Source: an optimization exercise on an open RTL-to-GDS flow (aim: small area, a short achievable clock period and few clock cycles per item). Production flows keep margins and buffers that such runs may drop.
At most, simulation tests tie the RTL to the original design; equivalence was not proved.
No functional check of the RTL was part of runs 2 to 5.
No activity file was given, so power comes from the tool's default toggle rates.

==> flow/run.sh <==
#!/bin/bash
# synth_recipe.tcl (not shown) runs the flow's synth.tcl, then flattens the netlist and writes it again
# the make line also repeats each setting of config.mk as NAME=value (left out here)
make -C /OpenROAD-flow-scripts/flow DESIGN_CONFIG=/design/flow/config.mk WORK_HOME=/design/flow/orfs CLKGATE_MAP_FILE= SYNTH_SCRIPT=/design/flow/synth_recipe.tcl finish
==> flow/config.mk <==
export PLATFORM = sky130hd
export DESIGN_NAME = framed_ascii_decimal_parser
export DESIGN_NICKNAME = framed_ascii_decimal_parser
export VERILOG_FILES = /design/flow/design.v
export SDC_FILE = /design/flow/constraint.sdc
export NUM_CORES = 4
export LEC_CHECK = 0
export CAP_MARGIN = 20
export CORE_MARGIN = 2
export CORE_UTILIZATION = 40
export SLEW_MARGIN = 20
==> flow/constraint.sdc <==
create_clock -name core_clock -period 5.5 [get_ports {clk}]
set_input_delay 1.1000 -clock core_clock [delete_from_list [all_inputs] [get_ports {clk}]]
set_output_delay 1.1000 -clock core_clock [all_outputs]
set_load 0.01 [all_outputs]
==> flow/design.v <==
`timescale 1ns / 1ps
`default_nettype none
module framed_ascii_decimal_parser #(
	parameter int MAX_CHARS = 63,
	parameter int MAX_FRAC_DIGITS = 6
) (
	input wire logic clk,
	input wire logic arst_n,
	input wire logic s_tvalid,
	output logic s_tready,
	input wire logic [7:0] s_tdata,
	output logic m_tvalid,
	input wire logic m_tready,
	output logic [55:0] m_tdata,
	output logic [2:0] m_tuser,
	input wire logic cfg_valid,
	output logic cfg_ready,
	input wire logic cfg_index,
	input wire logic [7:0] cfg_data
);
	logic [7:0] start_q, end_q;
	always_ff @(posedge clk or negedge arst_n) begin
		if (!arst_n) begin
			start_q <= 8'd60;
			end_q <= 8'd62;
		end else if (cfg_valid) begin
			if (cfg_index) end_q <= cfg_data;
			else start_q <= cfg_data;
		end
	end
	assign cfg_ready = 1'b1;
	logic v1_q;
	logic is_start1_q, is_end1_q, is_digit1_q, is_point1_q;
	logic [3:0] d1_q;
	logic in_frame_q, point_q, bad_q, trunc_q, sat_q;
	logic [5:0] count_q;
	logic [2:0] frac_q;
	logic [31:0] int_q;
	logic [23:0] bcd_q;	 
	logic busy_q, valid_q;
	logic [1:0] steps_q;
	logic [31:0] int_b_q;
	logic [15:0] fbin_q;
	logic [2:0] frac_b_q;
	logic bad_b_q, trunc_b_q, sat_b_q;
	logic idle, close, open, body, room, fdig, stall, go, handoff;
	assign idle = !busy_q && !valid_q;
	assign open = !in_frame_q && is_start1_q;
	assign close = in_frame_q && is_end1_q;
	assign body = in_frame_q && !is_end1_q;
	assign room = (count_q != 6'd63);
	assign fdig = body && room && is_digit1_q && point_q && (frac_q != 3'd6);
	assign stall = (close && !idle) || (fdig && busy_q);
	assign go = v1_q && !stall;
	assign handoff = v1_q && close && idle;
	assign s_tready = !(v1_q && in_frame_q &&
		((is_end1_q && !idle) || (is_digit1_q && point_q && busy_q)));
	always_ff @(posedge clk or negedge arst_n) begin
		if (!arst_n)
			v1_q <= 1'b0;
		else if (s_tready)
			v1_q <= s_tvalid;
	end
	always_ff @(posedge clk) begin
		if (s_tready) begin
			is_start1_q <= (s_tdata == start_q);
			is_end1_q <= (s_tdata == end_q);
			is_digit1_q <= (s_tdata[7:4] == 4'h3) && (s_tdata[3:0] <= 4'd9);
			is_point1_q <= (s_tdata == 8'h2e);
			d1_q <= s_tdata[3:0];
		end
	end
	logic [31:0] int_x10;
	logic int_ovf;
	assign int_x10 = (int_q << 3) + (int_q << 1) + {28'd0, d1_q};
	assign int_ovf = (int_q > 32'd429496729) || ((int_q == 32'd429496729) && (d1_q > 4'd5));
	always_ff @(posedge clk or negedge arst_n) begin
		if (!arst_n)
			in_frame_q <= 1'b0;
		else if (go) begin
			if (open)
				in_frame_q <= 1'b1;
			else if (close)
				in_frame_q <= 1'b0;
		end
	end
	always_ff @(posedge clk) begin
		if (go) begin
			if (open) begin
				point_q <= 1'b0;
				bad_q <= 1'b0;
				trunc_q <= 1'b0;
				sat_q <= 1'b0;
				count_q <= 6'd0;
				frac_q <= 3'd0;
				int_q <= 32'd0;
			end else if (body) begin
				if (!room) begin
					trunc_q <= 1'b1;
				end else begin
					count_q <= count_q + 6'd1;
					if (is_digit1_q) begin
						if (point_q) begin
							if (frac_q == 3'd6)
								trunc_q <= 1'b1;
							else
								frac_q <= frac_q + 3'd1;
						end else begin
							int_q <= int_x10;
							if (int_ovf)
								sat_q <= 1'b1;
						end
					end else if (is_point1_q && !point_q) begin
						point_q <= 1'b1;
					end else begin
						bad_q <= 1'b1;
					end
				end
			end
		end
	end
	function automatic logic [23:0] dbl(input logic [23:0] f);
		logic [23:0] r;
		logic [3:0] d;
		begin
			for (int j = 0; j < 6; j++) begin
				d = f[4*j +: 4];
				r[4*j+1 +: 3] = (d >= 4'd5) ? 3'(d - 4'd5) : d[2:0];
				r[4*j] = (j > 0) ? (f[4*((j > 0) ? j - 1 : 0) +: 4] >= 4'd5) : 1'b0;
			end
			dbl = r;
		end
	endfunction
	logic [23:0] bcd0, bcd1, bcd2, bcd3, bcd4;
	logic [3:0] fbits;
	logic conv;
	assign bcd0 = bcd_q;
	assign bcd1 = dbl(bcd0);
	assign bcd2 = dbl(bcd1);
	assign bcd3 = dbl(bcd2);
	assign bcd4 = dbl(bcd3);
	assign fbits = {bcd0[23:20] >= 4'd5, bcd1[23:20] >= 4'd5, bcd2[23:20] >= 4'd5, bcd3[23:20] >= 4'd5};
	assign conv = busy_q || handoff;
	always_ff @(posedge clk) begin
		for (int j = 0; j < 6; j++) begin
			if (conv)
				bcd_q[4*(5-j) +: 4] <= bcd4[4*(5-j) +: 4];
			else if (go && fdig && frac_q == 3'(j))
				bcd_q[4*(5-j) +: 4] <= d1_q;
			else if (go && fdig && frac_q < 3'(j))
				bcd_q[4*(5-j) +: 4] <= 4'd0;
		end
	end
	logic fzero, fsat;
	assign fzero = handoff ? (frac_q == 3'd0) : (frac_b_q == 3'd0);
	assign fsat = handoff ? sat_q : sat_b_q;
	always_ff @(posedge clk) begin
		if (conv)
			fbin_q <= {fbin_q[11:0], (fbits & {4{!fzero}}) | {4{fsat}}};
		if (handoff) begin
			int_b_q <= int_q | {32{sat_q}};
			frac_b_q <= frac_q;
			bad_b_q <= bad_q;
			trunc_b_q <= trunc_q;
			sat_b_q <= sat_q;
		end
	end
	always_ff @(posedge clk or negedge arst_n) begin
		if (!arst_n) begin
			busy_q <= 1'b0;
			valid_q <= 1'b0;
			steps_q <= 2'd0;
		end else begin
			if (handoff) begin
				busy_q <= 1'b1;
				steps_q <= 2'd2;
			end else if (busy_q) begin
				steps_q <= steps_q - 2'd1;
				if (steps_q == 2'd0) begin
					busy_q <= 1'b0;
					valid_q <= 1'b1;
				end
			end else if (m_tready) begin
				valid_q <= 1'b0;
			end
		end
	end
	assign m_tvalid = valid_q;
	assign m_tdata = {5'd0, frac_b_q, int_b_q, fbin_q};
	assign m_tuser = {sat_b_q, trunc_b_q, bad_b_q};
endmodule
`default_nettype wire
==> notes.md, run 1 <==
Cell Area, Synth=10300 µm²; fin. max-slew vios=0; max frequency=199 MHz; CP Class=reg -> reg; wirelength, routed=22.5 mm; share of the synthesized area in the top cell type=0.375; VDD IR max=197 µV; worst hold slack=434 ps; fin crit share=0.916; Async SR Flop Fraction=0.144; DPL Wire Length=16.4 mm; Pint=2.14 mW; Synth area leaders=edfxtp_1, ha_1, xnor2_1; Finished Cell Area=12100 µm²; top cell types by occurrence after synthesis=edfxtp_1, ha_1, nor2_1; family with the most delay on the worst path=compound AO/OA/AOI/OAI gates; Max stage delay on crit path=380 ps; Ports=84; Worst-Margin Slew=809 ps; Reg-to-Reg Start=bcd_q[8]; hold_buf cts=0; CTS root buffer=clkbuf_16; vias in the first global route=7275; routability cong.=0.831; HP Start=bad_q; DRC errors left=0; IO Port Bufs=77; Starting Density=0.409; PostCTS Resize Cnt=0; Setup crit start=bcd_q[8]; initial antenna violation count=0; Worst path slowest cell=a311o_1; sequential power share=0.478; Fin Clk Skew=14.9 ps; Post CTS Setup Buffer Count=0; aggregate global-route resource usage=0.171; Antenna Violating Nets Remaining=0; yosys synthesis warning count=1; CP Cell Sequence=inv_1 > ha_1 > nor2b_2 > o21ai_2 > inv_1 > xnor2_1 > ha_1 > nor2b_1 > nor2_1 > a211oi_2 > xnor2_2 > inv_1 > ha_1 > nor2b_1 > o21ai_2 > inv_1 > xnor2_1 > ha_1 > nand2b_1 > o2111a_1 > a311o_1 > mux2i_1 > a32o_1; # diodes=0; switching part of the total=0.250; gr ovfl total=0; CTS tree=yes; number of flops mapped to enable cells by yosys=129; sw power=0.712 mW; DP Cell Count=1379; CP arrival=5220 ps; first-pass GRT wire length=36.9 mm; DR pass1 iterations=5; CTS Buf Count=17; endpoint class of the critical path=register; area post-placement=11500 µm²; worst skew pair latency=430 ps; combined buffer and inverter count along the critical path=4; die width=165 µm; Unique masters post-synth=73; combinational share of power=0.097; Die ar.=27200 µm²; fraction of layout instances using a drive strength above 1=0.123; CTS clk-pin slew, worst paths=70 ps; #FFs+latches synth=153; clock sinks=153; synthesized instance count=991; status=no timing/DRC/antenna violations; Req. time, crit path=5680 ps; Layout area overhead=16.9%; max-cap violations=0; most common cell in the synthesized netlist=edfxtp_1; DR vias=7603; Critical Path Fanout Max=5; area leader, netlist=edfxtp_1; htree depth=4; 1st-iter DRT viols=484; min Tclk post-route=5040 ps; die height=165 µm; setup violators final=0; Synth Flop Type=edfxtp_1; final net count=1199; P_leak=4.78 nW; Startpoint Class=register; maximum clock path buffer count=2; Fin. Hold Viols=0; Vias per Instance=5.38; power share of the clock group=0.425; placement row count=58; Routed WL per cell=16.0 µm; min-delay worst type=reg -> reg; register area share after synthesis=0.433; CORE AREA=25300 µm²; largest net degree at the start of global routing=41; Slew headroom=0.460; non-filler cells, final=1412; power per cell area=236 nW/µm²; Filler cells=2303; Avg Cell Area, Syn=10.4 µm²
==> power by group through the flow <==
stage | clock network (mW) | logic (mW) | registers (mW)
after detailed placement | 0 | 0.273 | 1.39
after global placement | 0 | 0.268 | 1.38
after floorplan | 0 | 0.208 | 1.37
final | 1.21 | 0.276 | 1.36
after global routing | 1.28 | 0.312 | 1.37
after CTS | 1.24 | 0.277 | 1.36
==> cell type report <==
| cell class | instances | area [µm²] | share of cell area |
|---|---|---|---|
| timing repair buffer | 85 | 833 | 0.0689 |
| tap | 330 | 413 | 0.0341 |
| clock inverter | 15 | 186 | 0.0154 |
| multi-input combinational | 742 | 5490 | 0.454 |
| sequential | 153 | 4480 | 0.370 |
| clock buffer | 17 | 425 | 0.0352 |
| inverter | 70 | 264 | 0.0218 |
==> metal layers <==
layer / wire (µm) / share of wire / global-route usage
met1: 10900 / 0.48 / 0.240
met2: 10500 / 0.47 / 0.277
met3: 796 / 0.035 / 0.0271
met4: 294 / 0.013 / 0.0415
met5: 0 / 0 / 0
==> sequential cells by signal (all words and copies together), names as in the netlist, 2 cells and up <==
name	cells
steps_q	2
frac_q	3
int_q	32
fbin_q	16
d1_q	4
count_q	6
start_q	8
frac_b_q	3
bcd_q	24
int_b_q	32
end_q	8
==> placed cells by master (no fill, tap or decap), types with 12 or more instances in the layout <==
master | Yosys | routed
edfxtp_1 | 129 | 129
ha_1 | 106 | 106
clkdlybuf4s50_1 | 0 | 76
nor2_1 | 74 | 74
inv_1 | 65 | 64
nand2_1 | 59 | 59
o21ai_0 | 45 | 45
xnor2_1 | 45 | 44
a21oi_1 | 44 | 43
or2_2 | 35 | 35
mux2_2 | 21 | 21
nand3_1 | 21 | 21
nand2b_1 | 18 | 18
clkbuf_16 | 0 | 17
a21o_1 | 16 | 16
nor3_1 | 16 | 16
mux2i_1 | 14 | 14
o211ai_1 | 14 | 14
nor2b_1 | 15 | 13
and2_1 | 13 | 13
dfrtp_1 | 13 | 13
and3_1 | 12 | 12
==> cell families after synthesis <==
| logic type | count (synthesis) | share of synthesized area |
|---|---|---|
| flip-flops | 153 | 0.433 |
| AND/OR/NAND/NOR | 304 | 0.151 |
| buffers and inverters | 100 | 0.0400 |
| XOR/XNOR | 54 | 0.0457 |
| other | 2 | 0.000726 |
| adder cells (fa/ha/maj) | 108 | 0.132 |
| AO/OA/AOI/OAI | 231 | 0.156 |
| multiplexers | 39 | 0.0422 |
==> stage by stage <==
stage | TNS (ps) | power (mW) | worst slack (ps) | utilization
6_report | 0 | 2.85 | 464 | 0.479
5_1_grt | -12.4 | 2.96 | -12.4 | 0.479
4_1_cts | 0 | 2.88 | 264 | 0.478
3_5_place_dp | 0 | 1.66 | 304 | 0.454
3_3_place_gp | 0 | 1.65 | 492 | 0.454
2_1_floorplan | 0 | 1.58 | 755 | -
==> worst paths after layout <==
kind	endpoint	slack, ps	cells after the start
hold reg to reg	bad_b_q	430	0
hold / removal	bad_b_q	430	0
setup reg to reg	bcd_q[10]	460	23
min in group asynchronous	end_q[6]	630	1
max in group asynchronous	end_q[1]	4510	1
setup / recovery	bcd_q[10]	460	23
Testbench counts, summed over its fixed seeds: cycles 12,597, items 1,200.
==> inputs of run 2 (changes only) <==
--- a/flow/design.v
+++ b/flow/design.v
@@ -74,5 +74,15 @@
 	logic int_ovf;
 	assign int_x10 = (int_q << 3) + (int_q << 1) + {28'd0, d1_q};
-	assign int_ovf = (int_q > 32'd429496729) || ((int_q == 32'd429496729) && (d1_q > 4'd5));
+	localparam logic [31:0] OVF_K = 32'h19999999;
+	logic [32:0] ovf_gt, ovf_eq;
+	always_comb begin
+		ovf_gt[32] = 1'b0;
+		ovf_eq[32] = 1'b1;
+		for (int i = 31; i >= 0; i--) begin
+			ovf_gt[i] = ovf_gt[i+1] | (ovf_eq[i+1] & int_q[i] & !OVF_K[i]);
+			ovf_eq[i] = ovf_eq[i+1] & (int_q[i] == OVF_K[i]);
+		end
+	end
+	assign int_ovf = ovf_gt[0] | (ovf_eq[0] & (d1_q[3] | (d1_q[2] & d1_q[1])));
 	always_ff @(posedge clk or negedge arst_n) begin
 		if (!arst_n)
@@ -120,13 +130,20 @@
 		end
 	end
+	function automatic logic ge5(input logic [3:0] d);
+		ge5 = d[3] | (d[2] & (d[1] | d[0]));
+	endfunction
 	function automatic logic [23:0] dbl(input logic [23:0] f);
 		logic [23:0] r;
-		logic [3:0] d;
+		logic b3, b2, b1, b0;
 		begin
 			for (int j = 0; j < 6; j++) begin
-				d = f[4*j +: 4];
-				r[4*j+1 +: 3] = (d >= 4'd5) ? 3'(d - 4'd5) : d[2:0];
-				r[4*j] = (j > 0) ? (f[4*((j > 0) ? j - 1 : 0) +: 4] >= 4'd5) : 1'b0;
+				{b3, b2, b1, b0} = f[4*j +: 4];
+				r[4*j+3] = (b2 & !b1 & !b0) | (b3 & b0);
+				r[4*j+2] = (b1 & (!b2 | b0)) | (b3 & !b0);
+				r[4*j+1] = (!b3 & !b2 & b0) | (b2 & b1 & !b0) | (b3 & !b0);
 			end
+			r[0] = 1'b0;
+			for (int j = 1; j < 6; j++)
+				r[4*j] = ge5(f[4*(j-1) +: 4]);
 			dbl = r;
 		end
@@ -140,5 +157,5 @@
 	assign bcd3 = dbl(bcd2);
 	assign bcd4 = dbl(bcd3);
-	assign fbits = {bcd0[23:20] >= 4'd5, bcd1[23:20] >= 4'd5, bcd2[23:20] >= 4'd5, bcd3[23:20] >= 4'd5};
+	assign fbits = {ge5(bcd0[23:20]), ge5(bcd1[23:20]), ge5(bcd2[23:20]), ge5(bcd3[23:20])};
 	assign conv = busy_q || handoff;
 	always_ff @(posedge clk) begin
--- a/flow/config.mk
+++ b/flow/config.mk
@@ -6,6 +6,8 @@
 export NUM_CORES = 4
 export LEC_CHECK = 0
+export ABC_CLOCK_PERIOD_IN_PS = 2500
 export CAP_MARGIN = 20
 export CORE_MARGIN = 2
 export CORE_UTILIZATION = 40
+export SETUP_SLACK_MARGIN = 3.0
 export SLEW_MARGIN = 20
==> notes.md, run 2 <==
final net count=1376 (was 1199); vias in the first global route=8489 (was 7275); routability cong.=0.862 (was 0.831); Core Util, Final=0.549 (was 0.479); power share of the clock group=0.386 (was 0.425); IO Port Bufs=77 (unchanged); fraction of layout instances using a drive strength above 1=0.309 (was 0.123); Synth Flop Type=edfxtp_1 (unchanged); Vias per Instance=5.74 (was 5.38); Finished Cell Area=14200 µm² (was 12100 µm²); fin. max-slew vios=0 (unchanged); aggregate global-route resource usage=0.197 (was 0.171); Starting Density=0.404 (was 0.409); share of the synthesized area in the top cell type=0.371 (was 0.375); final setup TNS=0 ps (unchanged); wirelength, routed=28.3 mm (was 22.5 mm); Top Registers=int_b_q (32), int_q (32), bcd_q (24) (unchanged); max frequency=289 MHz (was 199 MHz); endpoint class of the critical path=register (unchanged); CP arrival=3650 ps (was 5220 ps); yosys synthesis warning count=1 (unchanged); sequential power share=0.482 (was 0.478); switching part of the total=0.265 (was 0.250); most common cell in the synthesized netlist=edfxtp_1 (unchanged); register area share after synthesis=0.429 (was 0.433); CTS root buffer=clkbuf_16 (unchanged); leading cell type in the layout, fill and taps excluded=edfxtp_1 (unchanged); placement row count=59 (was 58); CP Class=reg -> reg (unchanged); clock sinks=153 (unchanged); area leader, netlist=edfxtp_1 (unchanged); Routed WL per cell=17.3 µm (was 16.0 µm); largest net degree at the start of global routing=42 (was 41); Antenna Violating Nets Remaining=0 (unchanged); Req. time, crit path=5690 ps (was 5680 ps); CTS Buf Count=17 (unchanged); sw power=0.756 mW (was 0.712 mW); Fin Clk Skew=15.0 ps (was 14.9 ps); non-filler cells, final=1635 (was 1412); Unique masters post-synth=86 (was 73); Async SR Flop Fraction=0.144 (unchanged); die width=165 µm (about the same); power per cell area=201 nW/µm² (was 236 nW/µm²); Synth area leaders=edfxtp_1, ha_1, a21oi_1 (was edfxtp_1, ha_1, xnor2_1); Slew headroom=0.386 (was 0.460); CORE AREA=25800 µm² (was 25300 µm²); first-pass GRT wire length=43.0 mm (was 36.9 mm); setup violators final=0 (unchanged); Avg Cell Area, Syn=9.60 µm² (was 10.4 µm²); combinational share of power=0.132 (was 0.097); commonest non-fill, non-tap cells in the layout=edfxtp_1, buf_4, nor2_1 (was edfxtp_1, ha_1, clkdlybuf4s50_1); DR vias=9386 (was 7603); Startpoint Class=register (unchanged); Filler cells=2234 (was 2303); Die ar.=27400 µm² (was 27200 µm²); max-cap violations=0 (unchanged); Fin. Hold Viols=0 (unchanged); DR pass1 iterations=7 (was 5); worst skew pair latency=440 ps (was 430 ps); P_leak=5.54 nW (was 4.78 nW); Critical Path Fanout Max=4 (was 5); DP Cell Count=1444 (was 1379); area post-placement=11500 µm² (about the same); initial antenna violation count=0 (unchanged); Cell Area, Synth=10400 µm² (was 10300 µm²); RSZ-0062 raised after global routing=yes; CTS tree=yes (unchanged); min Tclk post-route=3460 ps (was 5040 ps); DPL Wire Length=16.9 mm (was 16.4 mm); htree depth=4 (unchanged); VDD IR max=154 µV (was 197 µV); fin crit share=0.630 (was 0.916); Worst-Margin Slew=922 ps (was 809 ps); DRC errors left=0 (unchanged); synthesized instance count=1086 (was 991); maximum clock path buffer count=2 (unchanged); status=no timing/DRC/antenna violations (unchanged); #FFs+latches synth=153 (unchanged); # diodes=0 (unchanged); top cell types by occurrence after synthesis=edfxtp_1, nor2_1, a21oi_1 (was edfxtp_1, ha_1, nor2_1); min-delay worst type=reg -> reg (unchanged); Pint=2.10 mW (was 2.14 mW); gr ovfl total=0 (unchanged); Layout area overhead=36.1% (was 16.9%); CTS clk-pin slew, worst paths=70 ps (about the same); Ports=84 (unchanged); number of flops mapped to enable cells by yosys=129 (unchanged); die height=165 µm (about the same); 1st-iter DRT viols=634 (was 484)
[run 2: final timing paths]
kind                       slack, ps  startpoint    endpoint  depth (start not counted)
setup / recovery                2040    int_q[2]   int_q[25]                         11
hold / removal                   440     trunc_q   trunc_b_q                          0
setup reg to reg                2040    int_q[2]   int_q[25]                         11
hold reg to reg                  440     trunc_q   trunc_b_q                          0
max in group asynchronous       4510      arst_n      busy_q                          1
min in group asynchronous        620      arst_n  start_q[6]                          1
[run 2: worst max-delay path: stages (launching register included)]
cell	delay [ps]
edfxtp_1	420
fa_1	580
ha_1	230
a21o_1	160
a21oi_2	200
o21ai_2	100
a311o_1	390
a311o_1	350
nor2b_1	170
nand2b_4	150
a311o_1	270
and3_1	190
[run 2: power by group through the flow]
stage | sequential (mW) | clock, mW | combinational, mW
2_1_floorplan | 1.37 | 0 | 0.233
3_3_place_gp | 1.40 | 0 | 0.282
3_5_place_dp | 1.40 | 0 | 0.285
4_1_cts | 1.37 | 1.12 | 0.327
5_1_grt | 1.39 | 1.17 | 0.416
6_report | 1.38 | 1.10 | 0.376
[run 2: cell families (layout without fill, tap and decap cells)]
kind of cell | Yosys count | after routing | share of synthesized area
multiplexers | 24 | 24 | 0.0253
other | 2 | 6 | 0.000720
adder cells (fa/ha/maj) | 68 | 68 | 0.0828
AND/OR/NAND/NOR | 358 | 362 | 0.170
flip-flops | 153 | 153 | 0.429
AO/OA/AOI/OAI | 330 | 330 | 0.210
XOR/XNOR | 49 | 49 | 0.0411
buffers and inverters | 102 | 308 | 0.0416
[run 2: what timing repair did]
item,in CTS,in global routing
cloned,3,2
pin swaps,66,72
hold buffers,0,0
setup endpoints to repair,121,111
hold endpoints to repair,0,0
buffers inserted,93,61
gates resized for setup,101,120
[run 2: stage by stage]
step | total power [mW] | worst slack, ps | hold WS (ps)
final | 2.86 | 2040 | 437
after global routing | 2.97 | 1890 | 442
after CTS | 2.82 | 2060 | 439
after detailed placement | 1.69 | 1890 | 424
after global placement | 1.68 | 1930 | 400
after floorplan | 1.61 | 2190 | 400
[run 2: layout make-up]
class	instances	area [µm²]	area share
inverter	40	180	0.0127
multi-input combinational	839	6400	0.451
tap	335	419	0.0295
clock inverter	13	106	0.00749
timing repair buffer	236	2170	0.153
clock buffer	19	437	0.0308
sequential	153	4480	0.316
[run 2: metal layers]
metal  up-vias  GRT usage  part of all wire
li1       4480          -                 -
met1      4542      0.275              0.45
met2       319      0.314              0.48
met3        45     0.0355             0.054
met4         0     0.0553             0.018
met5         -          0                 0
==> inputs of run 3 (changes only) <==
--- a/flow/config.mk
+++ b/flow/config.mk
@@ -6,8 +6,6 @@
 export NUM_CORES = 4
 export LEC_CHECK = 0
-export ABC_CLOCK_PERIOD_IN_PS = 2500
 export CAP_MARGIN = 20
 export CORE_MARGIN = 2
 export CORE_UTILIZATION = 40
-export SETUP_SLACK_MARGIN = 3.0
 export SLEW_MARGIN = 20
==> notes.md, run 3 <==
status=no timing/DRC/antenna violations (unchanged); leading cell type in the layout, fill and taps excluded=edfxtp_1 (unchanged); fin crit share=0.704 (was 0.630); CORE AREA=25800 µm² (unchanged); CP Class=reg -> reg (unchanged); Routed WL per cell=16.0 µm (was 17.3 µm); R2R cell count=11 (unchanged); DR pass1 iterations=5 (was 7); Die ar.=27400 µm² (unchanged); setup violators final=0 (unchanged); htree depth=4 (unchanged); Avg Cell Area, Syn=9.60 µm² (unchanged); min Tclk post-route=3870 ps (was 3460 ps); most common cell in the synthesized netlist=edfxtp_1 (unchanged); min-delay worst type=reg -> reg (unchanged); initial antenna violation count=0 (unchanged); share of the synthesized area in the top cell type=0.371 (unchanged); Req. time, crit path=5680 ps (was 5690 ps); final net count=1217 (was 1376); largest net degree at the start of global routing=40 (was 42); P_leak=4.50 nW (was 5.54 nW); Layout area overhead=15.0% (was 36.1%); yosys synthesis warning count=1 (unchanged); Max stage delay on crit path=580 ps (about the same); Fin Clk Skew=9.97 ps (was 15.0 ps); Setup crit start=d1_q[3] (was int_q[2]); top cell types by occurrence after synthesis=edfxtp_1, nor2_1, a21oi_1 (unchanged); stages on the worst setup path=11 (unchanged); Slew headroom=0.265 (was 0.386); total power=2.85 mW (was 2.86 mW); CP Cell Sequence=fa_1 > ha_1 > a21o_1 > a21oi_2 > o21ai_1 > a311o_1 > a311o_1 > nor2b_1 > nand2b_4 > a311o_1 > and3_1 (was fa_1 > ha_1 > a21o_1 > a21oi_2 > o21ai_2 > a311o_1 > a311o_1 > nor2b_1 > nand2b_4 > a311o_1 > and3_1); endpoint class of the critical path=register (unchanged); Worst-Margin Slew=1100 ps (was 922 ps); Synth Flop Type=edfxtp_1 (unchanged); Post CTS Setup Buffer Count=0 (was 93); 1st-iter DRT viols=636 (was 634); RSZ-0062 raised after global routing=no (was yes); DPL Wire Length=16.8 mm (was 16.9 mm); maximum clock path buffer count=2 (unchanged); family with the most delay on the worst path=compound AO/OA/AOI/OAI gates (unchanged); #FFs+latches synth=153 (unchanged); Top Registers=int_b_q (32), int_q (32), bcd_q (24) (unchanged); routability cong.=0.854 (was 0.862); DR vias=8384 (was 9386); CTS root buffer=clkbuf_16 (unchanged); r2r setup slk=1630 ps (was 2040 ps); Vias per Instance=5.68 (was 5.74); final setup TNS=0 ps (unchanged); CTS Buf Count=17 (unchanged); clock sinks=153 (unchanged); die width=165 µm (unchanged); Antenna Violating Nets Remaining=0 (unchanged); VDD IR max=182 µV (was 154 µV); Startpoint Class=register (unchanged); CP endpoint=int_q[25] (unchanged); Unique masters post-synth=86 (unchanged); vias in the first global route=7872 (was 8489); CTS clk-pin slew, worst paths=70 ps (about the same); Worst path slowest cell=fa_1 (unchanged); register area share after synthesis=0.429 (unchanged); worst skew pair latency=430 ps (was 440 ps); fin. max-slew vios=0 (unchanged); first-pass GRT wire length=38.9 mm (was 43.0 mm); PostCTS Resize Cnt=0 (was 101); combined buffer and inverter count along the critical path=0 (unchanged); CP dominant cell by count=a311o_1 (unchanged); hold_buf cts=0 (unchanged); commonest non-fill, non-tap cells in the layout=edfxtp_1, nor2_1, a21oi_1 (was edfxtp_1, buf_4, nor2_1); Reg-to-Reg Start=d1_q[3] (was int_q[2]); number of flops mapped to enable cells by yosys=129 (unchanged); synthesized instance count=1086 (unchanged); worst hold slack=417 ps (was 437 ps); Starting Density=0.404 (unchanged); Cell Area, Synth=10400 µm² (unchanged); DRC errors left=0 (unchanged); CTS tree=yes (unchanged); Ports=84 (unchanged); max-cap violations=0 (unchanged); max frequency=258 MHz (was 289 MHz); power per cell area=238 nW/µm² (was 201 nW/µm²); Critical Path Fanout Max=8 (was 4); area leader, netlist=edfxtp_1 (unchanged); aggregate global-route resource usage=0.176 (was 0.197); CP arrival=4050 ps (was 3650 ps); Fin. Hold Viols=0 (unchanged); die height=165 µm (unchanged); # diodes=0 (unchanged); IO Port Bufs=77 (unchanged); wirelength, routed=23.7 mm (was 28.3 mm); fraction of layout instances using a drive strength above 1=0.0999 (was 0.309); gr ovfl total=0 (unchanged); reg2reg end=int_q[25] (unchanged); Async SR Flop Fraction=0.144 (unchanged); placement row count=59 (unchanged); Synth area leaders=edfxtp_1, ha_1, a21oi_1 (unchanged)
[run 3: cell types whose count changed in the layout (fill, tap and decap cells not counted), moves of 7 or more]
cell	previous run	this run
a21oi_1	70	93
a21oi_2	18	1
buf_4	119	4
buf_6	33	0
clkdlybuf4s50_1	66	76
dlymetal6s2s_1	7	0
nand2_1	78	88
nand2_2	8	0
nor2_1	89	97
nor2_4	8	0
o21ai_0	47	56
xnor2_1	31	38
xnor2_2	7	0
[run 3: cell families after synthesis]
kind of cell / count (synthesis) / share of synthesized area
adders and majority gates: 68 / 0.0828
DFF: 153 / 0.429
xor gates and xnor gates: 49 / 0.0411
buffers and inverters: 102 / 0.0416
other: 2 / 0.000720
AOI/OAI and AO/OA: 330 / 0.210
muxes: 24 / 0.0253
and+or+nand+nor: 358 / 0.170
[run 3: final cells by class]
cell class                      count  area, µm²
Clock buffer                       22        518
Fill cell                        2451      13800
Multi-Input combinational cell    835       5550
Timing Repair Buffer               81        796
Clock inverter                     10       91.3
Tap cell                          335        419
Sequential cell                   153       4480
Inverter                           40        150
[run 3: worst min-delay path by stage]
stage,start,end,slack (ps),cells past startpoint
CTS,bad_q,bad_b_q,420,0
detailed placement,bad_q,bad_b_q,400,0
finish,bad_q,bad_b_q,420,0
global route,bad_q,bad_b_q,440,0
global placement,bad_q,bad_b_q,400,0
floorplan,bad_q,bad_b_q,400,0
[run 3: power breakdown]
part,total [mW],internal [mW],switching (mW)
logic,0.283,0.135,0.148
clock network,1.19,0.687,0.501
registers,1.38,1.32,0.0604
total,2.85,2.14,0.710
[run 3: routing by layer]
layer	vias up	global-route usage	wire, µm
met5	-	0	0
met4	0	0.0443	269
met3	25	0.0315	1120
met2	205	0.283	11000
met1	3981	0.245	11300
li1	4173	-	-
[run 3: per-stage QoR]
stage	setup WS (ps)	util	std cells	cell area [µm²]
floorplan	1950	-	1090	10400
global placement	1720	0.441	1444	11400
detailed placement	1650	0.441	1444	11400
CTS	1620	0.464	1476	12000
global route	1460	0.464	1476	12000
finish	1630	0.464	1476	12000
==> inputs of run 4 (changes only) <==
--- a/flow/design.v
+++ b/flow/design.v
@@ -73,5 +73,27 @@
 	logic [31:0] int_x10;
 	logic int_ovf;
-	assign int_x10 = (int_q << 3) + (int_q << 1) + {28'd0, d1_q};
+	logic [30:0] add_a, add_b, add_s;
+	logic add_c;
+	assign add_a = {int_q[28:0], d1_q[2] | d1_q[3], d1_q[1] | d1_q[3]};
+	assign add_b = int_q[30:0];
+	assign add_c = d1_q[3];
+	always_comb begin
+		logic [30:0] g, p, gg, pp;
+		g = add_a & add_b;
+		p = add_a ^ add_b;
+		gg = g;
+		pp = p;
+		gg[0] = g[0] | (p[0] & add_c);
+		for (int l = 0; l < 5; l++) begin
+			for (int i = 30; i >= 0; i--) begin
+				if ((i >> l) & 1) begin
+					gg[i] = gg[i] | (pp[i] & gg[((i >> l) << l) - 1]);
+					pp[i] = pp[i] & pp[((i >> l) << l) - 1];
+				end
+			end
+		end
+		add_s = p ^ {gg[29:0], add_c};
+	end
+	assign int_x10 = {add_s, d1_q[0]};
 	localparam logic [31:0] OVF_K = 32'h19999999;
 	logic [32:0] ovf_gt, ovf_eq;
--- a/flow/config.mk
+++ b/flow/config.mk
@@ -9,3 +9,4 @@
 export CORE_MARGIN = 2
 export CORE_UTILIZATION = 40
+export SETUP_SLACK_MARGIN = 2.7
 export SLEW_MARGIN = 20
==> notes.md, run 4 <==
status=no timing/DRC/antenna violations (unchanged); total power=2.81 mW (was 2.85 mW); IO Port Bufs=77 (unchanged); Unique masters post-synth=92 (was 86); CTS clk-pin slew, worst paths=60 ps (was 70 ps); Synth area leaders=edfxtp_1, ha_1, nor2_1 (was edfxtp_1, ha_1, a21oi_1); CTS tree=yes (unchanged); Avg Cell Area, Syn=9.66 µm² (was 9.60 µm²); share of the synthesized area in the top cell type=0.378 (was 0.371); CTS Buf Count=17 (unchanged); Starting Density=0.407 (was 0.404); Synth Flop Type=edfxtp_1 (unchanged); Ports=84 (unchanged); final setup TNS=0 ps (unchanged); endpoint class of the critical path=register (unchanged); Max stage delay on crit path=400 ps (was 580 ps); CP Cell Sequence=or2_4 > ha_4 > a21oi_2 > fa_2 > nor2b_2 > o31a_1 > o41ai_4 > or3_4 > a2111oi_4 > buf_6 > o31ai_4 > nand3_1 > o211ai_1 (was fa_1 > ha_1 > a21o_1 > a21oi_2 > o21ai_1 > a311o_1 > a311o_1 > nor2b_1 > nand2b_4 > a311o_1 > and3_1); 1st-iter DRT viols=702 (was 636); placement row count=58 (was 59); CP endpoint=int_q[31] (was int_q[25]); max-cap violations=0 (unchanged); Slew headroom=0.440 (was 0.265); DR vias=8562 (was 8384); synthesized instance count=1060 (was 1086); aggregate global-route resource usage=0.188 (was 0.176); R2R cell count=13 (was 11); DRC errors left=0 (unchanged); non-filler cells, final=1512 (was 1476); Vias per Instance=5.66 (was 5.68); stages on the worst setup path=13 (was 11); r2r setup slk=2400 ps (was 1630 ps); DR WL met2=12.1 mm (was 11.0 mm); fin. max-slew vios=0 (unchanged); final net count=1232 (was 1217); fraction of layout instances using a drive strength above 1=0.207 (was 0.0999); worst skew pair latency=430 ps (about the same); DP Cell Count=1411 (was 1444); Reg-to-Reg Start=d1_q[3] (unchanged); min Tclk post-route=3100 ps (was 3870 ps); yosys synthesis warning count=1 (unchanged); gr ovfl total=0 (unchanged); Metal-1 WL=12.0 mm (was 11.3 mm); Setup crit start=d1_q[3] (unchanged); register area share after synthesis=0.437 (was 0.429); CP Class=reg -> reg (unchanged); min-delay worst type=reg -> reg (unchanged); Critical Path Fanout Max=6 (was 8); number of flops mapped to enable cells by yosys=129 (unchanged); largest net degree at the start of global routing=41 (was 40); Fin Clk Skew=16.8 ps (was 9.97 ps); Die ar.=26900 µm² (was 27400 µm²); CTS root buffer=clkbuf_16 (unchanged); VDD IR max=215 µV (was 182 µV); Cell Area, Synth=10200 µm² (was 10400 µm²); area leader, netlist=edfxtp_1 (unchanged); worst hold slack=432 ps (was 417 ps); hold_buf cts=0 (unchanged); clock sinks=153 (unchanged); commonest non-fill, non-tap cells in the layout=edfxtp_1, nor2_1, clkdlybuf4s50_1 (was edfxtp_1, nor2_1, a21oi_1); DPL Wire Length=16.9 mm (was 16.8 mm); routability cong.=0.849 (was 0.854); die width=164 µm (was 165 µm); Layout area overhead=23.2% (was 15.0%); htree depth=4 (unchanged); first-pass GRT wire length=40.6 mm (was 38.9 mm); Worst path slowest cell=edfxtp_1 (was fa_1); Async SR Flop Fraction=0.144 (unchanged); die height=164 µm (was 165 µm); wirelength, routed=25.6 mm (was 23.7 mm); P_leak=4.64 nW (was 4.50 nW); top cell types by occurrence after synthesis=edfxtp_1, nor2_1, nand2_1 (was edfxtp_1, nor2_1, a21oi_1); Worst-Margin Slew=834 ps (was 1100 ps); wire length on met3=1.14 mm (was 1.12 mm); vias in the first global route=7967 (was 7872); Top Registers=int_b_q (32), int_q (32), bcd_q (24) (unchanged); DR pass1 iterations=5 (unchanged); initial antenna violation count=0 (unchanged); maximum clock path buffer count=2 (unchanged); RSZ-0062 raised after global routing=yes (was no); Fin. Hold Viols=0 (unchanged); # diodes=0 (unchanged); Startpoint Class=register (unchanged); max frequency=322 MHz (was 258 MHz); setup violators final=0 (unchanged); CP arrival=3340 ps (was 4050 ps); uppermost layer routed=met4 (unchanged); family with the most delay on the worst path=compound AO/OA/AOI/OAI gates (unchanged); Req. time, crit path=5740 ps (was 5680 ps); Routed WL per cell=16.9 µm (was 16.0 µm); combined buffer and inverter count along the critical path=1 (was 0); CORE AREA=25200 µm² (was 25800 µm²); most common cell in the synthesized netlist=edfxtp_1 (unchanged); power per cell area=223 nW/µm² (was 238 nW/µm²); #FFs+latches synth=153 (unchanged); reg2reg end=int_q[31] (was int_q[25]); Antenna Violating Nets Remaining=0 (unchanged); fin crit share=0.564 (was 0.704); leading cell type in the layout, fill and taps excluded=edfxtp_1 (unchanged)
-- run 4: how the worst min path moves through the flow --
| stage | startpoint | to | cells past startpoint |
|---|---|---|---|
| 2_1_floorplan | bad_q | bad_b_q | 0 |
| 3_3_place_gp | bad_q | bad_b_q | 0 |
| 3_5_place_dp | bad_q | bad_b_q | 0 |
| 4_1_cts | bad_q | bad_b_q | 0 |
| 5_1_grt | trunc_q | trunc_b_q | 0 |
| 6_report | bad_q | bad_b_q | 0 |
-- run 4: kinds of logic after synthesis --
family / count (synthesis) / share of synthesized area
multiplexers: 31 / 0.0329
other: 2 / 0.000733
AND/OR/NAND/NOR: 381 / 0.190
AO/OA/AOI/OAI: 301 / 0.204
XOR/XNOR: 43 / 0.0368
buffers and inverters: 107 / 0.0441
adder cells (fa/ha/maj): 42 / 0.0547
flip-flops: 153 / 0.437
-- run 4: final cells by class --
cell class	count	area, µm²
Clock buffer	20	437
Clock inverter	12	118
Fill cell	2318	12600
Inverter	41	183
Multi-Input combinational cell	805	5670
Sequential cell	153	4480
Tap cell	330	413
Timing Repair Buffer	151	1320
-- run 4: what timing repair did --
action / 4_1_cts / 5_1_grt
cloned: 0 / 1
endpoints found under the setup margin: 68 / 71
pin swaps: 17 / 11
buffers inserted: 31 / 37
resized for setup: 27 / 33
-- run 4: per-layer routing --
| layer | global-route usage | vias up |
|---|---|---|
| met5 | 0 | - |
| met4 | 0.0431 | 0 |
| met3 | 0.0354 | 33 |
| met2 | 0.305 | 229 |
| met1 | 0.261 | 4124 |
| li1 | - | 4176 |
-- run 4: stage by stage --
stage | utilization | setup WS [ps] | instance area, µm²
6_report | 0.501 | 2400 | 12600
5_1_grt | 0.501 | 2270 | 12600
4_1_cts | 0.484 | 2480 | 12200
3_5_place_dp | 0.448 | 2080 | 11300
3_3_place_gp | 0.448 | 2130 | 11300
2_1_floorplan | - | 2520 | 10300
-- run 4: where the power goes --
part	switching, mW	internal, mW
clock	0.491	0.629
sequential	0.0569	1.32
combinational	0.164	0.154
total	0.712	2.10
==> inputs of run 5 (changes only) <==
--- a/flow/config.mk
+++ b/flow/config.mk
@@ -9,4 +9,3 @@
 export CORE_MARGIN = 2
 export CORE_UTILIZATION = 40
-export SETUP_SLACK_MARGIN = 2.7
 export SLEW_MARGIN = 20
==> notes.md, run 5 <==
status=no timing/DRC/antenna violations (unchanged); r2r setup slk=1850 ps (was 2400 ps); first-pass GRT wire length=39.0 mm (was 40.6 mm); fraction of layout instances using a drive strength above 1=0.114 (was 0.207); non-filler cells, final=1441 (was 1512); CP Class=reg -> reg (unchanged); PostCTS Resize Cnt=0 (was 27); HP Start=trunc_q (was bad_q); area leader, netlist=edfxtp_1 (unchanged); CTS clk-pin slew, worst paths=60 ps (about the same); vias in the first global route=7701 (was 7967); Post CTS Setup Buffer Count=0 (was 31); Core Util, Final=0.468 (was 0.501); maximum clock path buffer count=2 (unchanged); Unique masters post-synth=92 (unchanged); DR pass1 iterations=5 (unchanged); IO Port Bufs=77 (unchanged); Die ar.=26900 µm² (unchanged); min-delay worst type=reg -> reg (unchanged); wire length on met3=735 µm (was 1.14 mm); final net count=1161 (was 1232); worst skew pair latency=420 ps (was 430 ps); Ports=84 (unchanged); CTS Buf Count=17 (unchanged); Fin. Hold Viols=0 (unchanged); DPL Wire Length=16.5 mm (was 16.9 mm); Starting Density=0.407 (unchanged); Routed WL per cell=16.3 µm (was 16.9 µm); largest net degree at the start of global routing=41 (unchanged); Req. time, crit path=5680 ps (was 5740 ps); commonest non-fill, non-tap cells in the layout=edfxtp_1, nor2_1, clkdlybuf4s50_1 (unchanged); Reg-to-Reg Start=d1_q[3] (unchanged); number of flops mapped to enable cells by yosys=129 (unchanged); initial antenna violation count=0 (unchanged); Avg Cell Area, Syn=9.66 µm² (unchanged); uppermost layer routed=met4 (unchanged); Startpoint Class=register (unchanged); area post-placement=11200 µm² (was 11300 µm²); CP arrival=3820 ps (was 3340 ps); P_leak=4.30 nW (was 4.64 nW); reg2reg end=int_q[16] (was int_q[31]); hold_buf cts=0 (unchanged); worst hold endpoint=trunc_b_q (was bad_b_q); RSZ-0062 raised after global routing=no (was yes); Top Registers=int_b_q (32), int_q (32), bcd_q (24) (unchanged); Finished Cell Area=11800 µm² (was 12600 µm²); most common cell in the synthesized netlist=edfxtp_1 (unchanged); register area share after synthesis=0.437 (unchanged); Fin Clk Skew=8.25 ps (was 16.8 ps); routability cong.=0.851 (was 0.849); 1st-iter DRT viols=591 (was 702); top cell types by occurrence after synthesis=edfxtp_1, nor2_1, nand2_1 (unchanged); max frequency=274 MHz (was 322 MHz); Antenna Violating Nets Remaining=0 (unchanged); DP Cell Count=1409 (was 1411); hold depth=0 (unchanged); wirelength, routed=23.5 mm (was 25.6 mm); Vias per Instance=5.66 (about the same); #FFs+latches synth=153 (unchanged); Metal-1 WL=11.5 mm (was 12.0 mm); Critical Path Fanout Max=11 (was 6); yosys synthesis warning count=1 (unchanged); Async SR Flop Fraction=0.144 (unchanged); htree depth=4 (unchanged); Synth area leaders=edfxtp_1, ha_1, nor2_1 (unchanged); Filler cells=2345 (was 2318); fin. max-slew vios=0 (unchanged); Worst-Margin Slew=1020 ps (was 834 ps); gr ovfl total=0 (unchanged); die height=164 µm (unchanged); Layout area overhead=15.1% (was 23.2%); CORE AREA=25200 µm² (unchanged); power per cell area=243 nW/µm² (was 223 nW/µm²); synthesized instance count=1060 (unchanged); R2R cell count=12 (was 13); leading cell type in the layout, fill and taps excluded=edfxtp_1 (unchanged); DR WL met2=11.1 mm (was 12.1 mm); DRC errors left=0 (unchanged); CTS root buffer=clkbuf_16 (unchanged); clock sinks=153 (unchanged); max-cap violations=0 (unchanged); VDD IR max=205 µV (was 215 µV); Synth Flop Type=edfxtp_1 (unchanged); fin crit share=0.663 (was 0.564); aggregate global-route resource usage=0.179 (was 0.188); endpoint class of the critical path=register (unchanged); share of the synthesized area in the top cell type=0.378 (unchanged); DR vias=8161 (was 8562); min Tclk post-route=3650 ps (was 3100 ps); CTS tree=yes (unchanged); setup violators final=0 (unchanged); die width=164 µm (unchanged); placement row count=58 (unchanged); Slew headroom=0.318 (was 0.440); # diodes=0 (unchanged); final setup TNS=0 ps (unchanged); Cell Area, Synth=10200 µm² (unchanged)
==> run 5: layer usage <==
metal  global-route usage  vias up
met5                    0        -
met4               0.0443        0
met3               0.0293       16
met2                0.282      139
met1                0.257     3976
li1                     -     4030
==> run 5: cell families (layout without fill, tap and decap cells) <==
family	Yosys count	count (layout)	synth area share
other cells	2	6	0.000733
buf+inv	107	154	0.0441
xor+xnor	43	43	0.0368
simple gates	381	381	0.190
mux	31	31	0.0329
compound gates	301	301	0.204
flops	153	153	0.437
fa+ha+maj	42	42	0.0547
==> run 5: final cells by class <==
class | instances | area (µm²) | share of cell area
Clock buffer | 18 | 429 | 0.0364
Clock inverter | 14 | 173 | 0.0146
Inverter | 41 | 154 | 0.0131
Multi-Input combinational cell | 804 | 5350 | 0.454
Sequential cell | 153 | 4480 | 0.380
Tap cell | 330 | 413 | 0.0350
Timing Repair Buffer | 81 | 796 | 0.0675
==> run 5: where the power goes <==
| part | switching [mW] | internal (mW) | total [mW] |
|---|---|---|---|
| clock network | 0.479 | 0.717 | 1.20 |
| logic | 0.147 | 0.140 | 0.287 |
| registers | 0.0596 | 1.32 | 1.38 |
| total | 0.685 | 2.18 | 2.86 |
==> run 5: worst max path at each step <==
stage / start / to / slack, ps / depth (start not counted)
after floorplan: count_q[0] / sat_q / 1900 / 9
after global placement: d1_q[3] / int_q[27] / 1990 / 12
after detailed placement: d1_q[3] / int_q[31] / 1900 / 12
after CTS: d1_q[3] / int_q[27] / 1890 / 12
after global routing: d1_q[3] / int_q[16] / 1580 / 12
final: d1_q[3] / int_q[16] / 1850 / 12
==> run 5: per-stage QoR <==
step                total power [mW]  setup WS, ps  hold WS [ps]
finish                          2.86          1850           436
global route                    2.98          1580           441
CTS                             2.89          1890           437
detailed placement              1.69          1900           422
global placement                1.68          1990           420
floorplan                       1.61          1900           400
==> run 5: critical path: stages, from the launching register on <==
cell and delay [ps]:
edfxtp_1 570, or2_2 370, ha_1 180, a21oi_1 150
fa_1 220, nor2b_1 70, o31a_1 260, o41ai_2 410
o21a_1 220, o21bai_1 140, a2111oi_0 580, or4_1 190
o21ai_1 50
==> inputs of run 6 (changes only) <==
--- a/flow/design.v
+++ b/flow/design.v
@@ -32,5 +32,6 @@
 	logic v1_q;
 	logic is_start1_q, is_end1_q, is_digit1_q, is_point1_q;
-	logic [3:0] d1_q;
+	logic [3:0] e1_q;	 
+	logic [3:0] d1;
 	logic in_frame_q, point_q, bad_q, trunc_q, sat_q;
 	logic [5:0] count_q;
@@ -68,14 +69,15 @@
 			is_digit1_q <= (s_tdata[7:4] == 4'h3) && (s_tdata[3:0] <= 4'd9);
 			is_point1_q <= (s_tdata == 8'h2e);
-			d1_q <= s_tdata[3:0];
-		end
-	end
+			e1_q <= {s_tdata[3], s_tdata[2] | s_tdata[3], s_tdata[1] | s_tdata[3], s_tdata[0]};
+		end
+	end
+	assign d1 = {e1_q[3], e1_q[2] & !e1_q[3], e1_q[1] & !e1_q[3], e1_q[0]};
 	logic [31:0] int_x10;
 	logic int_ovf;
 	logic [30:0] add_a, add_b, add_s;
 	logic add_c;
-	assign add_a = {int_q[28:0], d1_q[2] | d1_q[3], d1_q[1] | d1_q[3]};
+	assign add_a = {int_q[28:0], e1_q[2], e1_q[1]};
 	assign add_b = int_q[30:0];
-	assign add_c = d1_q[3];
+	assign add_c = e1_q[3];
 	always_comb begin
 		logic [30:0] g, p, gg, pp;
@@ -95,5 +97,5 @@
 		add_s = p ^ {gg[29:0], add_c};
 	end
-	assign int_x10 = {add_s, d1_q[0]};
+	assign int_x10 = {add_s, e1_q[0]};
 	localparam logic [31:0] OVF_K = 32'h19999999;
 	logic [32:0] ovf_gt, ovf_eq;
@@ -106,5 +108,5 @@
 		end
 	end
-	assign int_ovf = ovf_gt[0] | (ovf_eq[0] & (d1_q[3] | (d1_q[2] & d1_q[1])));
+	assign int_ovf = ovf_gt[0] | (ovf_eq[0] & (e1_q[3] | (e1_q[2] & e1_q[1])));
 	always_ff @(posedge clk or negedge arst_n) begin
 		if (!arst_n)
@@ -186,5 +188,5 @@
 				bcd_q[4*(5-j) +: 4] <= bcd4[4*(5-j) +: 4];
 			else if (go && fdig && frac_q == 3'(j))
-				bcd_q[4*(5-j) +: 4] <= d1_q;
+				bcd_q[4*(5-j) +: 4] <= d1;
 			else if (go && fdig && frac_q < 3'(j))
 				bcd_q[4*(5-j) +: 4] <= 4'd0;
--- a/flow/config.mk
+++ b/flow/config.mk
@@ -9,3 +9,4 @@
 export CORE_MARGIN = 2
 export CORE_UTILIZATION = 40
+export SETUP_SLACK_MARGIN = 3.2
 export SLEW_MARGIN = 20
==> notes.md, run 6 <==
Ports=84 (unchanged); CP Cell Sequence=ha_1 > a21oi_1 > a21boi_0 > a311o_1 > o21ai_4 > buf_6 > a21oi_4 > o41ai_2 > xor2_1 > nor2_1 (was or2_2 > ha_1 > a21oi_1 > fa_1 > nor2b_1 > o31a_1 > o41ai_2 > o21a_1 > o21bai_1 > a2111oi_0 > or4_1 > o21ai_1); DPL Wire Length=17.1 mm (was 16.5 mm); endpoint class of the critical path=register (unchanged); die width=163 µm (was 164 µm); Avg Cell Area, Syn=9.68 µm² (was 9.66 µm²); R2R cell count=10 (was 12); initial antenna violation count=0 (unchanged); max frequency=336 MHz (was 274 MHz); Cell Area, Synth=10200 µm² (about the same); total power=2.98 mW (was 2.86 mW); min Tclk post-route=2980 ps (was 3650 ps); routability cong.=0.868 (was 0.851); fin crit share=0.542 (was 0.663); Fin Clk Skew=10.8 ps (was 8.25 ps); CP Class=reg -> reg (unchanged); Antenna Violating Nets Remaining=0 (unchanged); CORE AREA=25000 µm² (was 25200 µm²); uppermost layer routed=met4 (unchanged); mux contribution to synthesized area=0.0269 (was 0.0329); area leader, netlist=edfxtp_1 (unchanged); Async SR Flop Fraction=0.144 (unchanged); Routed WL per cell=18.3 µm (was 16.3 µm); Synth area leaders=edfxtp_1, ha_1, nor2_1 (unchanged); yosys synthesis warning count=1 (unchanged); clock sinks=153 (unchanged); Slew headroom=0.319 (was 0.318); VDD IR max=203 µV (was 205 µV); P_leak=5.54 nW (was 4.30 nW); largest family of logic cells by synthesized area=compound AO/OA/AOI/OAI gates (unchanged); DR vias=9431 (was 8161); Compound-Gate Fraction of Synth Area=0.214 (was 0.204); hold depth=0 (unchanged); DR pass1 iterations=6 (was 5); die height=163 µm (was 164 µm); RSZ-0062 raised after global routing=yes (was no); final setup TNS=0 ps (unchanged); most common cell in the synthesized netlist=edfxtp_1 (unchanged); Max stage delay on crit path=470 ps (was 580 ps); CTS Buf Count=17 (unchanged); min-delay worst type=reg -> reg (unchanged); reg2reg end=int_q[22] (was int_q[16]); leading cell type in the layout, fill and taps excluded=buf_4 (was edfxtp_1); number of flops mapped to enable cells by yosys=129 (unchanged); DR WL met2=15.2 mm (was 11.1 mm); hold_buf cts=0 (unchanged); Startpoint Class=register (unchanged); Finished Cell Area=14500 µm² (was 11800 µm²); final net count=1348 (was 1161); Reg-to-Reg Start=int_q[12] (was d1_q[3]); Worst-Margin Slew=1020 ps (about the same); gr ovfl total=0 (unchanged); wirelength, routed=29.7 mm (was 23.5 mm); vias in the first global route=8896 (was 7701); wire length on met3=1.47 mm (was 735 µm); IO Port Bufs=77 (unchanged); 1st-iter DRT viols=1120 (was 591); register area share after synthesis=0.440 (was 0.437); Vias per Instance=5.79 (was 5.66); Simple-Gate Fraction of Synth Area=0.179 (was 0.190); largest net degree at the start of global routing=45 (was 41); synthesized instance count=1050 (was 1060); # diodes=0 (unchanged); Worst path slowest cell=edfxtp_1 (was a2111oi_0); Req. time, crit path=5660 ps (was 5680 ps); Starting Density=0.406 (was 0.407); worst skew pair latency=420 ps (about the same); share of the synthesized area in the top cell type=0.381 (was 0.378); Synth Area in XOR/XNOR=0.0405 (was 0.0368); power per cell area=206 nW/µm² (was 243 nW/µm²); fin. max-slew vios=0 (unchanged); CP arrival=3140 ps (was 3820 ps); Metal-1 WL=12.5 mm (was 11.5 mm); #FFs+latches synth=153 (unchanged); htree depth=4 (unchanged); CTS clk-pin slew, worst paths=60 ps (about the same); aggregate global-route resource usage=0.210 (was 0.179); area share of fa/ha/maj cells after synthesis=0.0549 (was 0.0547); commonest non-fill, non-tap cells in the layout=buf_4, edfxtp_1, nor2_1 (was edfxtp_1, nor2_1, clkdlybuf4s50_1); HP Start=fbin_q[9] (was trunc_q); first-pass GRT wire length=45.2 mm (was 39.0 mm); max-cap violations=0 (unchanged); DRC errors left=0 (unchanged); r2r setup slk=2520 ps (was 1850 ps); placement row count=58 (unchanged); fraction of layout instances using a drive strength above 1=0.393 (was 0.114); worst hold slack=443 ps (was 436 ps); Unique masters post-synth=89 (was 92); Layout area overhead=42.4% (was 15.1%); Die ar.=26700 µm² (was 26900 µm²); Critical Path Fanout Max=5 (was 11); status=no timing/DRC/antenna violations (unchanged); setup violators final=0 (unchanged); CTS tree=yes (unchanged); Fin. Hold Viols=0 (unchanged); CTS root buffer=clkbuf_16 (unchanged); worst hold endpoint=fbin_q[13] (was trunc_b_q); Core Util, Final=0.578 (was 0.468); Setup crit start=int_q[12] (was d1_q[3]); area post-placement=11200 µm² (about the same); maximum clock path buffer count=2 (unchanged); top cell types by occurrence after synthesis=edfxtp_1, nor2_1, o21ai_0 (was edfxtp_1, nor2_1, nand2_1); Synth Flop Type=edfxtp_1 (unchanged); Top Registers=int_b_q (32), int_q (32), bcd_q (24) (unchanged)
-- run 6: changes by cell type in the layout (fill, tap and decap cells not counted), sizes merged, moves of 13 or more --
cell           change
and3              -13
buf              +190
clkdlybuf4s50     -56
dlygate4sd2       +53
nor2              +13
o21ai             +13
-- run 6: critical path: cells and delay by family, from the launching register on --
family	cells	cell delay [ps]
compound gates	6	1450
flops	1	470
fa+ha+maj	1	400
xor+xnor	1	200
buf+inv	1	140
simple gates	1	50
-- run 6: worst max path at each step --
stage,endpoint,depth (start not counted)
CTS,int_q[28],12
floorplan,int_q[28],12
finish,int_q[22],10
global placement,bcd_q[9],11
detailed placement,bcd_q[9],11
global route,int_q[22],10
-- run 6: logic make-up after synthesis --
logic type,after synthesis
XOR/XNOR,47
buffers and inverters,101
multiplexers,25
AND/OR/NAND/NOR,364
adder cells (fa/ha/maj),41
other,2
flip-flops,153
AO/OA/AOI/OAI,317
-- run 6: cell type report --
class | instances | area [µm²]
Fill cell | 2053 | 10600
Multi-Input combinational cell | 802 | 6470
Sequential cell | 153 | 4480
Timing Repair Buffer | 271 | 2320
Clock buffer | 22 | 509
Tap cell | 330 | 413
Inverter | 39 | 194
Clock inverter | 10 | 75.1
Timing Repair inverter | 1 | 8.76
-- run 6: routing by layer --
metal / vias up / global-route usage
met5: - / 0
met4: 0 / 0.0623
met2: 362 / 0.364
met3: 62 / 0.0307
li1: 4396 / -
met1: 4611 / 0.273
-- run 6: timing repair --
item / in CTS / in global routing
gates cloned: 3 / 1
setup buffers: 135 / 56
pin swaps: 83 / 87
gates resized for setup: 197 / 158
setup endpoints to repair: 192 / 119
-- run 6: stage by stage --
step | setup WS [ps] | std cells
CTS | 2560 | 1571
finish | 2520 | 1628
global placement | 2420 | 1401
global route | 2420 | 1628
floorplan | 2820 | 1054
detailed placement | 2310 | 1401
-- run 6: power by group --
group | total (mW) | internal [mW] | switching, mW | leakage (nW)
clock network | 1.16 | 0.668 | 0.488 | 0.295
logic | 0.452 | 0.229 | 0.224 | 3.83
registers | 1.37 | 1.32 | 0.0530 | 1.42
Testbench counts of run 6, summed over its fixed seeds: cycles 12,597, items 1,200.
==> inputs of run 7 (changes only) <==
--- a/flow/config.mk
+++ b/flow/config.mk
@@ -6,4 +6,5 @@
 export NUM_CORES = 4
 export LEC_CHECK = 0
+export ABC_AREA = 1
 export CAP_MARGIN = 20
 export CORE_MARGIN = 2
==> notes.md, run 7 <==
status=no timing/DRC/antenna violations (unchanged); area share of fa/ha/maj cells after synthesis=0.0602 (was 0.0549); wirelength, routed=21.2 mm (was 29.7 mm); largest family of logic cells by synthesized area=simple AND/OR/NAND/NOR gates (was compound AO/OA/AOI/OAI gates); final net count=1291 (was 1348); hold_buf cts=0 (unchanged); #FFs+latches synth=153 (unchanged); Avg Cell Area, Syn=8.31 µm² (was 9.68 µm²); Startpoint Class=register (unchanged); min Tclk post-route=2460 ps (was 2980 ps); # diodes=0 (unchanged); Routed WL per cell=13.9 µm (was 18.3 µm); Antenna Violating Nets Remaining=0 (unchanged); fin crit share=0.447 (was 0.542); area leader, netlist=edfxtp_1 (unchanged); worst skew pair latency=430 ps (was 420 ps); 1st-iter DRT viols=479 (was 1120); fraction of layout instances using a drive strength above 1=0.172 (was 0.393); Cell Area, Synth=9280 µm² (was 10200 µm²); most common cell in the synthesized netlist=nand2_1 (was edfxtp_1); max-cap violations=0 (unchanged); htree depth=4 (unchanged); Die ar.=24400 µm² (was 26700 µm²); Synth Area in XOR/XNOR=0.0189 (was 0.0405); Core Util, Final=0.504 (was 0.578); IO Port Bufs=77 (unchanged); synthesized instance count=1116 (was 1050); Worst-Margin Slew=878 ps (was 1020 ps); vias in the first global route=7199 (was 8896); min-delay worst type=reg -> reg (unchanged); register area share after synthesis=0.483 (was 0.440); CORE AREA=22700 µm² (was 25000 µm²); power per cell area=237 nW/µm² (was 206 nW/µm²); Slew headroom=0.415 (was 0.319); Critical Path Fanout Max=3 (was 5); Unique masters post-synth=43 (was 89); die width=156 µm (was 163 µm); Async SR Flop Fraction=0.144 (unchanged); leading cell type in the layout, fill and taps excluded=nand2_1 (was buf_4); Synth area leaders=edfxtp_1, nand2_1, inv_1 (was edfxtp_1, ha_1, nor2_1); CTS root buffer=clkbuf_16 (unchanged); VDD IR max=176 µV (was 203 µV); initial antenna violation count=0 (unchanged); hold depth=0 (unchanged); DPL Wire Length=15.1 mm (was 17.1 mm); yosys synthesis warning count=1 (unchanged); worst hold endpoint=bad_b_q (was fbin_q[13]); DRC errors left=0 (unchanged); CP Class=reg -> reg (unchanged); gr ovfl total=0 (unchanged); endpoint class of the critical path=register (unchanged); Reg-to-Reg Start=e1_q[1] (was int_q[12]); fin. max-slew vios=0 (unchanged); top cell types by occurrence after synthesis=nand2_1, edfxtp_1, inv_1 (was edfxtp_1, nor2_1, o21ai_0); DR pass1 iterations=5 (was 6); Fin. Hold Viols=0 (unchanged); CP arrival=2640 ps (was 3140 ps); final setup TNS=0 ps (unchanged); P_leak=5.24 nW (was 5.54 nW); Synth Flop Type=edfxtp_1 (unchanged); die height=156 µm (was 163 µm); aggregate global-route resource usage=0.179 (was 0.210); Top Registers=int_b_q (32), int_q (32), bcd_q (24) (unchanged); Vias per Instance=4.95 (was 5.79); r2r setup slk=3040 ps (was 2520 ps); setup violators final=0 (unchanged); reg2reg end=int_q[17] (was int_q[22]); RSZ-0062 raised after global routing=yes (unchanged); max frequency=407 MHz (was 336 MHz); commonest non-fill, non-tap cells in the layout=nand2_1, edfxtp_1, nor2_1 (was buf_4, edfxtp_1, nor2_1); DR vias=7551 (was 9431); Simple-Gate Fraction of Synth Area=0.269 (was 0.179); number of flops mapped to enable cells by yosys=129 (unchanged); clock sinks=153 (unchanged); placement row count=55 (was 58); CTS Buf Count=17 (unchanged); R2R cell count=13 (was 10); Starting Density=0.408 (was 0.406); CTS clk-pin slew, worst paths=60 ps (about the same); Req. time, crit path=5680 ps (was 5660 ps); HP Start=bad_q (was fbin_q[9]); share of the synthesized area in the top cell type=0.418 (was 0.381); Layout area overhead=23.3% (was 42.4%); routability cong.=0.836 (was 0.868); first-pass GRT wire length=34.7 mm (was 45.2 mm); Ports=84 (unchanged); CTS tree=yes (unchanged); Fin Clk Skew=8.09 ps (was 10.8 ps); maximum clock path buffer count=2 (unchanged); mux contribution to synthesized area=0 (was 0.0269); Compound-Gate Fraction of Synth Area=0.0994 (was 0.214); largest net degree at the start of global routing=41 (was 45)
[run 7: cell types whose count changed after synthesis, moves of 18 or more]
cell	change
mux2_2	-18
nand3_1	+30
xnor2_1	-21
nand2_1	+239
inv_1	+91
clkbuf_1	-24
a211oi_1	-22
[run 7: power breakdown]
group,switching (mW),internal (mW),total (mW)
sequential,0.0265,1.29,1.32
combinational,0.112,0.0848,0.196
clock,0.496,0.696,1.19
total,0.634,2.08,2.71
[run 7: logic make-up after synthesis]
group | Yosys count
AOI/OAI and AO/OA | 166
buffers and inverters | 161
DFF | 153
xor gates and xnor gates | 20
adders and majority gates | 41
other | 2
and+or+nand+nor | 573
[run 7: worst max-delay path by stage]
stage                      from        end  slack (ps)  cells after the start
finish                  e1_q[1]  int_q[17]        3040                     13
global route            e1_q[1]  int_q[17]        2930                     13
CTS                 is_digit1_q   s_tready        2950                      4
detailed placement       busy_q   s_tready        2640                      4
global placement         busy_q   s_tready        2670                      4
floorplan               e1_q[3]  int_q[17]        3050                     13
[run 7: what timing repair did]
item | 4_1_cts | 5_1_grt
pin swaps | 7 | 17
setup endpoints to repair | 113 | 125
endpoints found under the hold margin | 0 | 0
buffers inserted | 14 | 13
resized for setup | 82 | 58
cloned | 1 | 1
[run 7: stage by stage]
stage	hold slack [ps]	area, µm²	std cells	power, mW	setup WS (ps)
4_1_cts	425	11100	1512	2.73	2950
6_report	423	11400	1526	2.71	3040
2_1_floorplan	400	9340	1120	1.47	3050
3_3_place_gp	403	10400	1465	1.53	2670
5_1_grt	427	11400	1526	2.81	2930
3_5_place_dp	410	10400	1465	1.54	2640
[run 7: worst max-delay path, cell delays in order, from the launching register on]
cell and delay (ps):
edfxtp_1 370, inv_2 60, fa_2 380, inv_2 60
fa_2 200, nand3_2 70, nand2_2 80, nand4_1 100
nand3_2 120, nand3_2 100, nand2_4 90, inv_2 40
fa_2 510, nor2_1 40
[run 7: layout make-up]
| type | count | area (µm²) |
|---|---|---|
| Clock inverter | 9 | 72.6 |
| Clock buffer | 23 | 536 |
| Multi-Input combinational cell | 806 | 4450 |
| Tap cell | 285 | 357 |
| Fill cell | 2184 | 11300 |
| Timing Repair Buffer | 108 | 993 |
| Timing Repair inverter | 1 | 7.51 |
| Sequential cell | 153 | 4480 |
| Inverter | 141 | 543 |
[run 7: layer usage]
metal | part of all wire | track usage | wire length (µm)
met5 | 0 | 0 | 0
met4 | 0.017 | 0.0559 | 367
met3 | 0.032 | 0.0305 | 686
met2 | 0.47 | 0.294 | 9930
met1 | 0.48 | 0.241 | 10200

[port drivers added, routing unchanged]
The results above use ideal ports. As a check the final layouts listed here were re-extracted and re-timed, cells and wires unchanged. Step 1, drivers: a clkbuf_16 drives clk and a buf_2 each remaining input, both assumed. Step 2, shift: input delay + t, output delay - t, t = (earliest + latest rising clock arrival at the registers) / 2. This alone moves slack from input paths to output paths. Three values: ideal, step 1, step 2; two values: the first two.
run	t (ns)	setup slack, ns	worst hold slack (ns)	clock arrival spread, ns	worst data-port slew with drivers (ns)
run 1	0.471	0.464 / 0.464 / 0.464	0.434 / 0.434 / 0.434	0.015 / 0.015	0.03
run 2	0.476	2.036 / 2.036 / 2.036	0.437 / 0.437 / 0.437	0.016 / 0.016	0.04
run 3	0.471	1.630 / 1.630 / 1.630	0.417 / 0.417 / 0.417	0.011 / 0.011	0.04
run 4	0.461	2.399 / 2.399 / 2.399	0.432 / 0.432 / 0.432	0.017 / 0.018	0.04
run 5	0.463	1.853 / 1.853 / 1.853	0.436 / 0.436 / 0.436	0.009 / 0.009	0.04
run 6	0.466	2.521 / 2.521 / 2.521	0.443 / 0.443 / 0.443	0.012 / 0.012	0.04
run 7	0.471	3.040 / 3.037 / 3.040	0.423 / 0.423 / 0.423	0.010 / 0.009	0.04
After both steps setup and hold are still met in every run listed.
